Source: an optimization exercise on an open RTL-to-GDS flow (aim: small area). Production flows keep margins and buffers that such runs may drop.
In this exercise RTL edits were held to simulation tests only and were not proved equivalent to the original.
Power is estimated from default activity; no workload was simulated.

Setup of job 101:
==> flow/design.v (excerpt) <==
module fano_decoder_top (
    input  logic       clk,
    input  logic       nlocal_rst,
    input  logic       i_vld,
    input  logic [1:0] i_branch,
    output logic       o_vld,
    output logic       o_dec_sym
);
For scale: about 1500 cells after synthesis, roughly 310 flip-flops, about 7 I/O pins.
clock: 8.0 ns
lec_check: 0
cap_margin: 20
core_margin: 2
core_utilization: 70
slew_margin: 20
standard.sh (not shown) runs the stock make flow with config.mk's settings and CLKGATE_MAP_FILE= SYNTH_SCRIPT=/design/flow/synth_recipe.tcl, a recipe that flattens the netlist after the stock synthesis.
==> flow/flow/run.sh <==
#!/bin/bash
# Own layout flow: the standard layout (standard.sh, unchanged synthesis
# script and register mapping) with two changes:
#  - the ABC script that maps the synthesised logic to cells
#    (flow/abc_speed.script: ORFS's speed script with delay relaxation and more
#    area-recovery rounds, and without its final buffering and sizing passes,
#    which placement's repair redoes anyway)
#  - clock tree synthesis with clkbuf_4 only, small sink clusters and no dummy
#    loads (flow/cts_args.txt)
# Each step's output goes to its own log in this folder; ORFS keeps its logs
# under orfs/logs.
set -euo pipefail
here=$(pwd)
rm -rf "$here/scripts"
cp -r "$FLOW_HOME/scripts" "$here/scripts"
cp "$here/flow/abc_speed.script" "$here/scripts/abc_speed.script"
cts_args=$(cat "$here/flow/cts_args.txt")
bash "$here/standard.sh" SCRIPTS_DIR="$here/scripts" "CTS_ARGS=$cts_args" finish > "$here/standard_flow.log" 2>&1
==> flow/flow/abc_speed.script <==
&get -n
&st
&dch
&nf -R 1000 -F 8
&st
&syn2
&if -g -K 6
&synch2
&nf -R 1000 -F 8
&st
&syn2
&if -g -K 6
&synch2
&nf -R 1000 -F 8
&st
&syn2
&if -g -K 6
&synch2
&nf -R 1000 -F 8
&st
&syn2
&if -g -K 6
&synch2
&nf -R 1000 -F 8
&put
topo
==> flow/flow/cts_args.txt <==
-sink_clustering_enable -repair_clock_nets -dont_use_dummy_load -buf_list sky130_fd_sc_hd__clkbuf_4 -sink_clustering_size 9 -sink_clustering_max_diameter 40
Input-level comparison between job 102 and job 101:
--- a/flow/design.v
+++ b/flow/design.v
@@ -25,15 +25,16 @@
     logic [3:0]  state_d;
     logic        norm_en_q;
     logic [5:0]  ptr_q;
     logic [11:0] fwd_cnt_q;
     logic [NSRCH-1:0][1:0] rx_q;
     logic [WIN-1:0]        dec_q;
     logic [NSRCH-1:0]      worst_q;
-    logic [11:0]           hist_q;
+    logic [10:0]           hist_q;
+    logic                  dec_r;
     logic        bm_ed_q;
     logic        bm_ep_q;
     logic        bm_w_q;
     logic signed [13:0] t_q;
     logic [13:0]        t_run;
     logic signed [15:0] mc_q;
     logic signed [15:0] mp_q;
@@ -67,15 +68,15 @@
     assign worst_here = rd_worst;
     logic [10:0] bm_hist;
     logic        bm_start;
     logic        pick;
     logic        mis_d, mis_p;
     logic signed [15:0] bm_val;
     assign bm_start = start_fwd || s_bm0;
-    assign bm_hist  = s_bm0 ? hist_q[11:1] : hist_q[10:0];
+    assign bm_hist  = s_bm0 ? {dec_r, hist_q[10:1]} : hist_q[10:0];
     always_ff @(posedge clk) begin
         if (bm_start) begin
             bm_ed_q <= rd_rx[1];
             bm_ep_q <= rd_rx[0] ^ (^(bm_hist & HIST_TAPS));
             bm_w_q  <= s_bm0 ? rd_worst : mark_worst;
         end
     end
@@ -224,23 +225,24 @@
                 worst_q[s] <= (s == 0) ? 1'b0 : worst_q[(s == 0) ? 0 : s - 1];
             end
         end
     end
     assign p_at_max = ptr_q == PTR_MAX;
     assign h_down   = fwd_move || (p_at_max && i_vld);
     assign h_up     = back_move && !p_at_max && !(ptr_q == PTR_MAX - 6'd1 && i_vld);
-    logic [WIN-13:0] dec_above;
-    assign dec_above = dec_q[WIN-1:12];
+    logic [WIN-12:0] dec_above;
+    assign dec_above = dec_q[WIN-1:11];
+    assign dec_r     = dec_above[ptr_q];
     always_ff @(posedge clk) begin
         if (clr) begin
             hist_q <= '0;
         end else if (h_down) begin
-            hist_q <= {hist_q[10:0], fwd_move ? pick : dec_q[PTR_MAX-1]};
+            hist_q <= {hist_q[9:0], fwd_move ? pick : dec_q[PTR_MAX-1]};
         end else if (h_up) begin
-            hist_q <= {dec_above[ptr_q], hist_q[11:1]};
+            hist_q <= {dec_r, hist_q[10:1]};
         end
     end
     always_comb begin
         t_run[0] = 1'b1;
         for (int i = 1; i < 14; i++) begin
             t_run[i] = t_run[i-1] & (t_q[i-1] ^ t_down);
         end
==> run summary <==
Delta(power consumption, job 102 - job 101) > 0
Changes observed in job 102 relative to job 101: met2 global-route usage now sits lower; proportion of synthesized area in mux cells shrank by 0.65 points; logic depth of the worst setup path including buffers has increased; register share of total power decreased 0.5 points.
Looking at end point of the critical path, the t_q[12] result is from job 102; the t_q[9] one comes from job 101.
Summary — wire length, job 102 relative to job 101: lower, by about 2.6%.

separate check: timing with driven ports:
The results above use ideal ports. As a check the final layouts listed here were re-extracted and re-timed, cells and wires unchanged. Step 1: set_driving_cell puts a clkbuf_16 on clk and a buf_2 on each other input, an assumption about the parent block. Step 2 moves the port delays by t, midway between the first and last clock arrival at a register: inputs arrive t later, outputs are due t later. That takes back most of the time a late clock gives input paths. a / b / c = ideal ports / drivers / drivers and shift; a / b = the first two.
run | shift t [ns] | setup slack, ns | worst setup path after step 2 | latest minus earliest clock arrival (ns) | worst data-port slew with drivers (ns)
job 101 | 0.712 | 0.826 / 0.826 / 0.826 | register to register | 0.083 / 0.082 | 0.05
job 102 | 0.714 | 0.890 / 0.890 / 0.890 | register to register | 0.123 / 0.122 | 0.05
After both steps every run listed still meets setup and hold.
